This is an optimization exercise on Yosys and OpenROAD, whose aim is small area and a short achievable clock period, not a production implementation.
In this exercise RTL edits were held to simulation tests only and were not proved equivalent to the original.

==> flow/design.v, too long to show whole: its modules and the start of the top module <==
// module mul_pipe_unit: 1128 lines
module mul_pipe_unit #(
   parameter int WIDTH   = 32,
   parameter int LATENCY = 4
) (
   input  logic               clk,
   input  logic               rst,
   input  logic               start,
   input  logic               is_signed,
   input  logic [WIDTH-1:0]   a,
   input  logic [WIDTH-1:0]   b,
   input  logic               flush,
   output logic               busy,
   output logic               done,
   output logic [2*WIDTH-1:0] result,
   output logic [1:0]         dbg_state
);
  // ...
==> flow/flow/run.sh <==
#!/bin/bash
# Own layout flow: the standard flow, with these changes.
#  1. After the standard synthesis, flow/faflip.py re-chooses the polarity of each full-adder cell
#     (FA(~a,~b,~c) = ~FA(a,b,c)) so that most of the inverters Yosys's extract_fa leaves between
#     adders go away. Registers and all other cells are untouched.
#  2. Ports are buffered with sky130_fd_sc_hd__buf_1 instead of the flow's default pick.
#  3. Up to CTS, repair_timing aims 6.3 ns beyond the clock period on the worst path only (no TNS
#     repair); routing and the steps after it run with the standard margin.
# Each step's output goes to a log file of its own here; ORFS's own logs are under orfs/logs.
set -euo pipefail
R=orfs/results/sky130hd/mul_pipe_unit/base
PORTS="BUFFER_PORTS_ARGS=-buffer_cell sky130_fd_sc_hd__buf_1"
bash standard.sh synth > log_synth.txt 2>&1
python3 flow/faflip.py $R/1_2_yosys.v $R/1_2_yosys.faflip.v > log_faflip.txt 2>&1
cp $R/1_2_yosys.v $R/1_2_yosys.orig.v
mv $R/1_2_yosys.faflip.v $R/1_2_yosys.v
rm -f $R/1_synth.odb
touch $R/1_2_yosys.v
bash standard.sh "$PORTS" SETUP_SLACK_MARGIN=6.3 TNS_END_PERCENT=0 cts > log_cts.txt 2>&1
bash standard.sh "$PORTS" finish > log_finish.txt 2>&1
==> flow/flow/faflip.py <==
#!/usr/bin/env python3
"""Re-choose the polarity of full-adder cells in a Yosys netlist to drop inverters.

A full adder with all three inputs inverted gives both outputs inverted:
FA(~a,~b,~c) = (~sum, ~cout). Yosys's extract_fa often picks the inverted form, which leaves an
inv_1 between most pairs of adders. This pass looks through inv_1 cells, picks for each fa cell
whether to flip it so that the fewest inverters remain, and writes the netlist back with one
inverter per signal that some pin still needs in the other polarity. Flip-flops, ports and all
other cells are left as they are.

usage: faflip.py IN.v OUT.v
"""
import re
import sys

INV = "sky130_fd_sc_hd__inv_1"
FA_PREFIX = "sky130_fd_sc_hd__fa_"
OUT_PINS = {"X", "Y", "Q", "Q_N", "SUM", "COUT", "HI", "LO"}

src = open(sys.argv[1]).read()
m = re.search(r"^(module\s.*?;\n)(.*?)^endmodule", src, re.S | re.M)
head, body = m.group(1), m.group(2)
pre, post = src[: m.start()], src[m.end():]

# split body into declarations, cells and assigns
cell_re = re.compile(r"^\s*(sky130_fd_sc_hd__\w+)\s+(\S+)\s*\((.*?)\);\s*$", re.S | re.M)
decl_lines = []
cells = []
assigns = []
pos = 0
for cm in cell_re.finditer(body):
    chunk = body[pos:cm.start()]
    for ln in chunk.splitlines():
        if ln.strip().startswith("assign"):
            assigns.append(ln)
        elif ln.strip():
            decl_lines.append(ln)
    pins = [(p, s.strip()) for p, s in re.findall(r"\.(\w+)\(([^()]*)\)", cm.group(3))]
    cells.append([cm.group(1), cm.group(2), pins])
    pos = cm.end()
for ln in body[pos:].splitlines():
    if ln.strip().startswith("assign"):
        assigns.append(ln)
    elif ln.strip():
        decl_lines.append(ln)

ports = set()
for ln in head.split("(", 1)[1].split(")")[0].split(","):
    ports.add(ln.strip())


def base_name(net):
    n = net.strip()
    if n.startswith("\\"):
        n = n.split()[0]
    return re.sub(r"\[\d+\]$", "", n.lstrip("\\"))


assign_nets = set()
for a in assigns:
    for tok in re.findall(r"\\\S+|[A-Za-z_][\w$]*(?:\s*\[\d+\])?", a):
        assign_nets.add(base_name(tok))

fixed_net = lambda n: base_name(n) in ports or base_name(n) in assign_nets

# inverters we may absorb: inv_1 whose output is an internal net
inv_of = {}     # output net -> input net
inv_cells = set()
for i, (t, n, pins) in enumerate(cells):
    if t == INV:
        d = dict(pins)
        if not fixed_net(d["Y"]):
            inv_of[d["Y"]] = d["A"]
            inv_cells.add(i)


def resolve(net):
    """(base net, polarity) of a net, looking through absorbable inverters."""
    q = 0
    seen = 0
    while net in inv_of and seen < 8:
        net = inv_of[net]
        q ^= 1
        seen += 1
    return net, q


# drivers of base nets
driver = {}
for i, (t, n, pins) in enumerate(cells):
    if i in inv_cells:
        continue
    for p, s in pins:
        if p in OUT_PINS:
            driver[s] = (i, p)

fa_idx = [i for i, c in enumerate(cells) if c[0].startswith(FA_PREFIX)]
# an fa may flip only if none of its output nets is a port or used by an assign
can_flip = {}
for i in fa_idx:
    d = dict(cells[i][2])
    can_flip[i] = not any(fixed_net(d[p]) for p in ("SUM", "COUT") if p in d)

flip = {i: 0 for i in fa_idx}

# consumer pins: (cell index, pin, base, q0)
uses = {}
for i, (t, n, pins) in enumerate(cells):
    if i in inv_cells:
        continue
    for p, s in pins:
        if p in OUT_PINS:
            continue
        b, q = resolve(s)
        uses.setdefault(b, []).append((i, p, q))
# nets used by assigns or ports (outputs) need their own polarity
for b in list(inv_of.keys()):
    pass


def phys_pol(b):
    dv = driver.get(b)
    if dv and dv[0] in flip:
        return flip[dv[0]]
    return 0


def need(b):
    """(needs true copy, needs inverted copy) relative to the physical net of b."""
    pp = phys_pol(b)
    t = f = False
    for (i, p, q) in uses.get(b, []):
        want = q ^ (flip[i] if i in flip else 0)
        if want == pp:
            t = True
        else:
            f = True
    return t, f


def cost_of(b):
    t, f = need(b)
    return 1 if f else 0


def local_nets(i):
    d = dict(cells[i][2])
    nets = set()
    for p in ("A", "B", "CIN"):
        nets.add(resolve(d[p])[0])
    for p in ("SUM", "COUT"):
        if p in d:
            nets.add(d[p])
    return nets


total0 = sum(cost_of(b) for b in set(uses))
improved = True
rounds = 0
while improved and rounds < 20:
    improved = False
    rounds += 1
    for i in fa_idx:
        if not can_flip[i]:
            continue
        nets = local_nets(i)
        before = sum(cost_of(b) for b in nets)
        flip[i] ^= 1
        after = sum(cost_of(b) for b in nets)
        if after < before:
            improved = True
        else:
            flip[i] ^= 1
total1 = sum(cost_of(b) for b in set(uses))
sys.stderr.write(f"faflip: {len(inv_cells)} absorbable inverters, signals needing an inverter "
                 f"{total0} -> {total1}, flipped {sum(flip.values())} of {len(fa_idx)} adders\n")

# rebuild
new_decl = []
counter = [0]


def fresh(prefix):
    counter[0] += 1
    name = f"_faflip_{prefix}{counter[0]}_"
    new_decl.append(f"  wire {name};")
    return name


inv_net = {}   # base -> net carrying the complement of its physical net
phys_net = {}  # base -> physical net name (renamed when the driver flips)
for b in set(uses) | set(driver):
    phys_net[b] = b
for i in fa_idx:
    if flip[i]:
        d = dict(cells[i][2])
        for p in ("SUM", "COUT"):
            if p in d:
                phys_net[d[p]] = fresh("p")

new_cells = []
for b in sorted(set(uses)):
    t, f = need(b)
    if f:
        nm = fresh("n")
        inv_net[b] = nm
        new_cells.append((INV, f"_faflip_inv{counter[0]}_", [("A", phys_net[b]), ("Y", nm)]))

out_cells = []
for i, (t, n, pins) in enumerate(cells):
    if i in inv_cells:
        continue
    newpins = []
    for p, s in pins:
        if p in OUT_PINS:
            newpins.append((p, phys_net.get(s, s)))
            continue
        b, q = resolve(s)
        want = q ^ (flip[i] if i in flip else 0)
        if want == phys_pol(b):
            newpins.append((p, phys_net[b]))
        else:
            newpins.append((p, inv_net[b]))
    out_cells.append((t, n, newpins))
out_cells.extend(new_cells)

# a flipped adder's old output net may still be a consumer-free name: if some pin wanted the
# true value of a flipped signal it now reads the inverter, so the old name is simply unused.
lines = [head]
lines.extend(decl_lines)
lines.extend(new_decl)
for t, n, pins in out_cells:
    pl = ",\n".join(f"    .{p}({s}{' ' if s.startswith(chr(92)) else ''})" for p, s in pins)
    lines.append(f"  {t} {n} (\n{pl}\n  );")
lines.extend(assigns)
open(sys.argv[2], "w").write(pre + "\n".join(lines) + "\nendmodule" + post)
==> flow/standard.sh <==
#!/bin/bash
# synth_recipe.tcl (not shown) runs the flow's synth.tcl, then flattens the netlist and writes it again
# the make line also repeats each setting of config.mk as NAME=value (left out here)
make -C /OpenROAD-flow-scripts/flow DESIGN_CONFIG=/design/flow/config.mk WORK_HOME=/design/flow/orfs CLKGATE_MAP_FILE= SYNTH_SCRIPT=/design/flow/synth_recipe.tcl "${@:-finish}"
==> flow/config.mk <==
export PLATFORM = sky130hd
export DESIGN_NAME = mul_pipe_unit
export DESIGN_NICKNAME = mul_pipe_unit
export VERILOG_FILES = /design/flow/design.v
export SDC_FILE = /design/flow/constraint.sdc
export NUM_CORES = 4
export LEC_CHECK = 0
export CAP_MARGIN = 20
export CORE_MARGIN = 2
export CORE_UTILIZATION = 55
export SLEW_MARGIN = 20
==> flow/constraint.sdc <==
create_clock -name core_clock -period 11.0 [get_ports {clk}]
set_input_delay 2.2000 -clock core_clock [delete_from_list [all_inputs] [get_ports {clk}]]
set_output_delay 2.2000 -clock core_clock [all_outputs]
set_load 0.01 [all_outputs]
==> run summary, run 1 <==
sequential cell area share 23.9%; vias in the first global route 12328; # hold bufs at CTS 0; Top class by area multi-input gates; critical path, cell by cell buf_8 -> a22oi_1 -> xor2_1 -> fa_1 -> inv_1 -> fa_1 -> fa_1 -> fa_1 -> ha_1 -> fa_1 -> a21o_1 -> a21oi_1 -> o21bai_1 -> a21oi_1 -> a211oi_1; crit path from sel_two[0]; Top delay family on crit path adder cells; final HPWL from detailed placement 31800 um; clock sinks 187; Layout Cells excl Fill 2058; filler cell count in the final layout 2565; clock root buffer master clkbuf_16; CTS Buf Count 17; outcome timing/DRC/antenna clean; n_taps 384; Buf/Inv on CP 2; Largest Register result_r; clock buffer count 18; worst-path fanout max 27; GRT Util Overall 30.8%; most frequent cells in the layout 192 x a22oi_1, 172 x fa_1, 150 x xnor2_1; final period utilization 43.7%; max reg flops 64; Mapped Nets 1989
==> run 2, diff against run 1 <==
--- a/flow/config.mk
+++ b/flow/config.mk
@@ -9,3 +9,3 @@
 export CORE_MARGIN = 2
-export CORE_UTILIZATION = 55
+export CORE_UTILIZATION = 65
 export SLEW_MARGIN = 20
==> run 2 against run 1 <==
Still clean on timing, DRC and antenna. Maximum frequency fell by 0.76%. Worst hold slack got worse by 0.0045 ns. Cell area fell by 0.24%. Die area fell by 15%. Clock skew rose by 0.0040 ns. Synthesized area did not move. Register-to-register slack got worse by 0.04 ns. Sequential cell count did not move. Routed wire length fell by 1.7%.
==> run summary, run 2 <==
CP Capture Type flop (unchanged); Starting Density 66.4% (was 56.3%); worst-path fanout max 18 (was 27); area of the core 24500 um^2 (was 28900 um^2); Inst Count DP 1969 (was 2025); Largest regs result_r x64, a_r x33, acc x33 (unchanged); filler cell count in the final layout 2018 (was 2565); post-route ant nets 0 (unchanged); Worst EP required 11.33 ns (was 11.30 ns); Clock Path Buffers 2 (unchanged); multi-input logic area 10900 um^2 (about the same); Detailed Route WL 44900 um (was 45700 um); Die ar. 26300 um^2 (was 30900 um^2); Slew Limit Headroom 38.4% (was 38.7%); max reg flops 64 (unchanged); startpoint types flop (unchanged); # DRC 0 (unchanged); std cell rows 57 (was 62); Mapped Nets 1989 (unchanged); crit path DAT 5.18 ns (was 5.11 ns); Layout Cells excl Fill 2002 (was 2058); commonest non-fill, non-tap cell in the layout a22oi_1 (unchanged); initial detailed-routing violation count 1137 (was 919); post-synthesis cell area 16200 um^2 (unchanged); final core occ 70.2% (was 59.7%); Final nets 1987 (was 1982); CTS Buf Count 17 (unchanged); final HPWL from detailed placement 31300 um (was 31800 um); synthesized area per cell 9.74 um^2 (unchanged); clock sinks 187 (unchanged); outcome timing/DRC/antenna clean (unchanged); Initial DRT Pass Iterations 6 (unchanged); H-tree levels 4 (unchanged); max frequency 0.206 GHz (was 0.208 GHz); Fin. Hold Viols 0 (unchanged); layout cells sized above 1 5.96% (was 5.74%); Max Cap Violations 0 (unchanged); final period utilization 44.1% (was 43.7%); vias in the first global route 12435 (was 12328); synth warn 1 (unchanged); Area Overhead vs Synth 5.75% (was 6.01%); vias per inst 6.16 (was 5.85); initial antenna violation count 0 (unchanged); aggregate global routing overflow 0 (unchanged); most frequent cells in the layout 192 x a22oi_1, 172 x fa_1, 150 x xnor2_1 (unchanged); critical path class flop to flop (unchanged); PortBufs 135 (unchanged); Ports 137 (unchanged); Largest Register result_r (unchanged); global-route wire length before repair 70700 um (was 71900 um); sum of negative setup slack 0 ns (unchanged); FF/Latch Area 4100 um^2 (was 4110 um^2); Least-Margin Pin Slew 0.924 ns (was 0.920 ns); Setup-failing EPs final 0 (unchanged); Gate Count Post-Synth 1667 (unchanged); largest net degree at the start of global routing 75 (unchanged); clk_skew 0.0244 ns (was 0.0203 ns); Max Slew Vio Count 0 (unchanged); GP Congestion 0.897 (was 0.862); GRT Util Overall 35.3% (was 30.8%); routed length per instance 22.4 um (was 22.2 um); CTS clk-pin slew, worst paths 0.10 ns (about the same); clock root buffer master clkbuf_16 (unchanged); worst skew pair latency 0.45 ns (was 0.47 ns); die height 162 um (was 176 um); ant diodes 0 (was 1); vias post-DR 12334 (was 12047); HP Class flop to flop (unchanged); Tmin final 4.85 ns (was 4.81 ns); CTS tree built (unchanged); die width 162 um (was 176 um); RSZ-0062 raised after global routing false (unchanged)
run 2: timing repair:
item	in CTS	in global routing
setup endpoints to repair	62	0
resized for setup	17	0
hold buffers	0	0
endpoints found under the hold margin	0	0
setup buffers	0	0
run 2: per-stage QoR:
step / hold WS, ns / area (um^2) / setup slack (ns)
after global placement: 0.437 / 16500 / 5.50
after global routing: 0.475 / 17200 / 5.92
final: 0.451 / 17200 / 6.15
after floorplan: 0.428 / 16200 / 6.52
after detailed placement: 0.441 / 16500 / 5.29
after CTS: 0.453 / 17200 / 6.21
run 2: path summary, 6_finish.rpt:
check | start | depth (start not counted) | slack, ns | end
hold / removal | bl[12] | 2 | 0.45 | result_r[12]
setup / recovery | sel_two[2] | 14 | 6.15 | result_r[59]
hold reg to reg | bl[12] | 2 | 0.45 | result_r[12]
setup reg to reg | sel_two[2] | 14 | 6.15 | result_r[59]
run 2: layer usage:
layer | vias up | GRT usage (%) | part of all wire [%]
met1 | 6076 | 48.3 | 41
met5 | - | 0 | 0
li1 | 5564 | - | -
met3 | 88 | 8.38 | 9.2
met4 | 0 | 10.7 | 2.6
met2 | 606 | 56.1 | 47
run 2: cell type report:
type | instances | share of cell area (%)
Multi-Input combinational cell | 1177 | 63.3
Sequential cell | 187 | 23.8
Timing Repair Buffer | 158 | 4.15
Inverter | 124 | 2.74
Clock buffer | 17 | 2.48
Tap cell | 324 | 2.36
Clock inverter | 15 | 1.17
run 2: critical path, stage by stage (launching register included):
cell	delay [ns]
dfxtp_2	0.65
buf_4	0.36
a22oi_1	0.12
xor2_1	0.20
fa_1	0.54
inv_1	0.05
fa_1	0.39
fa_1	0.55
fa_1	0.47
ha_1	0.30
a21o_1	0.20
a311o_1	0.35
a21oi_1	0.18
xor2_1	0.26
o21ai_0	0.12
==> run 3, diff against run 2 <==
--- a/flow/flow/run.sh
+++ b/flow/flow/run.sh
@@ -6,3 +6,3 @@
 #  2. Ports are buffered with sky130_fd_sc_hd__buf_1 instead of the flow's default pick.
-#  3. Up to CTS, repair_timing aims 6.3 ns beyond the clock period on the worst path only (no TNS
+#  3. Up to CTS, repair_timing aims 6.6 ns beyond the clock period on the worst path only (no TNS
 #     repair); routing and the steps after it run with the standard margin.
@@ -18,3 +18,3 @@
 touch $R/1_2_yosys.v
-bash standard.sh "$PORTS" SETUP_SLACK_MARGIN=6.3 TNS_END_PERCENT=0 cts > log_cts.txt 2>&1
+bash standard.sh "$PORTS" SETUP_SLACK_MARGIN=6.6 TNS_END_PERCENT=0 cts > log_cts.txt 2>&1
 bash standard.sh "$PORTS" finish > log_finish.txt 2>&1
--- a/flow/config.mk
+++ b/flow/config.mk
@@ -9,3 +9,3 @@
 export CORE_MARGIN = 2
-export CORE_UTILIZATION = 65
+export CORE_UTILIZATION = 55
 export SLEW_MARGIN = 20
==> run 3 against run 2 <==
Sequential share of layout area down 1.1 points. Worst hold slack better by 0.0022 ns. Sequential cell count unchanged. First-iteration DRC count down 7.3%. Register-to-register slack better by 0.31 ns. Still clean on timing, DRC and antenna. Largest cell class unchanged.
==> run summary, run 3 <==
Max Slew Vio Count 0 (unchanged); Ports 137 (unchanged); crit path DAT 4.84 ns (was 5.18 ns); CTS tree built (unchanged); Post-DP Area 16600 um^2 (was 16500 um^2); most frequent cells in the layout 192 x a22oi_1, 172 x fa_1, 149 x xnor2_1 (was 192 x a22oi_1, 172 x fa_1, 150 x xnor2_1); Area Overhead vs Synth 11.6% (was 5.75%); Max Cap Violations 0 (unchanged); max reg flops 64 (unchanged); std cell rows 62 (was 57); die height 176 um (was 162 um); worst hold stages 2 (unchanged); post-route ant nets 0 (unchanged); Largest regs result_r x64, a_r x33, acc x33 (unchanged); outcome timing/DRC/antenna clean (unchanged); GP Congestion 0.821 (was 0.897); Post-Layout Inst Area 18100 um^2 (was 17200 um^2); synth warn 1 (unchanged); max incr delay on CP 0.51 ns (was 0.65 ns); Fin. Hold Viols 0 (unchanged); Buf/Inv on CP 2 (unchanged); Levels on crit path 14 (unchanged); vias per inst 5.87 (was 6.16); largest net degree at the start of global routing 75 (unchanged); Slew Limit Headroom 38.5% (was 38.4%); Setup-failing EPs final 0 (unchanged); clock root buffer master clkbuf_16 (unchanged); Largest Register result_r (unchanged); synthesized area per cell 9.74 um^2 (unchanged); critical path, cell by cell buf_12 -> xor2_1 -> inv_1 -> fa_1 -> fa_1 -> fa_1 -> fa_1 -> ha_1 -> fa_1 -> a21o_1 -> a21oi_1 -> o21bai_1 -> a21oi_1 -> a211oi_1 (was buf_4 -> a22oi_1 -> xor2_1 -> fa_1 -> inv_1 -> fa_1 -> fa_1 -> fa_1 -> ha_1 -> a21o_1 -> a311o_1 -> a21oi_1 -> xor2_1 -> o21ai_0); vias in the first global route 13045 (was 12435); clock sinks 187 (unchanged); aggregate global routing overflow 0 (unchanged); critical path class flop to flop (unchanged); RSZ-0062 raised after global routing false (unchanged); vias post-DR 12536 (was 12334); Starting Density 56.3% (was 66.4%); commonest non-fill, non-tap cell in the layout a22oi_1 (unchanged); worst skew pair latency 0.46 ns (was 0.45 ns); worst-path fanout max 29 (was 18); FF/Latch Area 4120 um^2 (was 4100 um^2); Detailed Route WL 47900 um (was 44900 um); routed length per instance 22.4 um (about the same); die width 176 um (was 162 um); layout cells sized above 1 10.8% (was 5.96%); multi-input logic area 10900 um^2 (about the same); max frequency 0.220 GHz (was 0.206 GHz); Final nets 2061 (was 1987); most used cell, CP fa_1 (unchanged); Initial DRT Pass Iterations 6 (unchanged); Die ar. 30900 um^2 (was 26300 um^2); initial antenna violation count 0 (unchanged); Top delay family on crit path adder cells (unchanged); post-synthesis cell area 16200 um^2 (unchanged); final HPWL from detailed placement 32200 um (was 31300 um); startpoint types flop (unchanged); Least-Margin Pin Slew 0.915 ns (was 0.924 ns); clk_skew 0.0159 ns (was 0.0244 ns); GRT Util Overall 32.4% (was 35.3%); global-route wire length before repair 75900 um (was 70700 um); CP Capture Type flop (unchanged); area of the core 28900 um^2 (was 24500 um^2); worst r2r path cells 14 (unchanged); initial detailed-routing violation count 1054 (was 1137); final period utilization 41.3% (was 44.1%); CTS clk-pin slew, worst paths 0.08 ns (was 0.10 ns); PortBufs 135 (unchanged); Clock Path Buffers 2 (unchanged); slowest CP cell fa_1 (was dfxtp_2); filler cell count in the final layout 2455 (was 2018); Tmin final 4.54 ns (was 4.85 ns); Mapped Nets 1989 (unchanged); HP Class flop to flop (unchanged); CTS Buf Count 17 (unchanged); sum of negative setup slack 0 ns (unchanged); Gate Count Post-Synth 1667 (unchanged); H-tree levels 4 (unchanged); # DRC 0 (unchanged); Worst EP required 11.31 ns (was 11.33 ns)
==> run 3: layer usage <==
metal	up-vias	track usage (%)	wire length (um)
met1	6220	43.1	20300
met2	517	53.3	22700
met5	-	0	0
met3	84	6.06	3470
li1	5715	-	-
met4	0	11.2	1440
==> run 3: final timing paths <==
check / startpoint / end / slack, ns
worst max-delay path: sel_neg[0] / rc[2] / 6.46
worst min-delay path: result_r[18] / result_r[18] / 0.45
worst max register to register: sel_neg[0] / rc[2] / 6.46
worst min register to register: result_r[18] / result_r[18] / 0.45
==> run 3: timing repair <==
action	in CTS	in global routing
resized for setup	55	0
endpoints found under the setup margin	79	0
hold buffers	0	0
setup buffers	73	0
endpoints found under the hold margin	0	0
==> run 3: worst register-to-register path, cell delays in order, from the launching register on <==
cell	delay [ns]
dfxtp_2	0.49
buf_12	0.27
xor2_1	0.21
inv_1	0.07
fa_1	0.51
fa_1	0.45
fa_1	0.46
fa_1	0.47
ha_1	0.22
fa_1	0.42
a21o_1	0.20
a21oi_1	0.24
o21bai_1	0.09
a21oi_1	0.19
a211oi_1	0.09
==> run 3: stage by stage <==
| stage | hold WS (ns) | instances | worst slack (ns) | util (%) |
|---|---|---|---|---|
| after floorplan | 0.428 | 1667 | 6.60 | - |
| final | 0.453 | 2137 | 6.46 | 62.8 |
| after CTS | 0.458 | 2136 | 6.50 | 62.8 |
| after global routing | 0.475 | 2136 | 6.24 | 62.8 |
| after global placement | 0.441 | 2028 | 5.74 | 57.4 |
| after detailed placement | 0.447 | 2029 | 5.61 | 57.4 |
==> run 3: layout make-up <==
cell class / instances / share of cell area, %
Tap cell: 384 / 2.65
Antenna cell: 1 / 0.0138
Inverter: 124 / 2.60
Sequential cell: 187 / 22.7
Multi-Input combinational cell: 1177 / 60.3
Timing Repair Buffer: 232 / 8.07
Clock inverter: 14 / 1.10
Clock buffer: 18 / 2.48

re-timing with driven ports:
The results above use ideal ports. As a check the final layouts listed here were re-extracted and re-timed, cells and wires unchanged. Step 1 assumes that a clkbuf_16 drives the clock port and a buf_2 every other input. Step 2 adds t to the input delays and takes it off the output delays; t is the mean of the earliest and latest rising clock arrival at the registers after step 1. Input paths then give back, and output paths get back, about the clock's delay inside the block. a / b / c = ideal ports / drivers / drivers and shift; a / b = the first two.
run	t, ns	slack for setup (ns)	worst setup path after step 2	worst register clock-pin slew, ns	worst slew at a driven data input, ns
run 1	0.518	6.188 / 6.188 / 6.188	register to register	0.10 / 0.10	0.06
run 2	0.494	6.151 / 6.151 / 6.151	register to register	0.10 / 0.10	0.06
run 3	0.506	6.461 / 6.461 / 6.461	register to register	0.08 / 0.08	0.05
After both steps setup and hold are still met in every run listed.
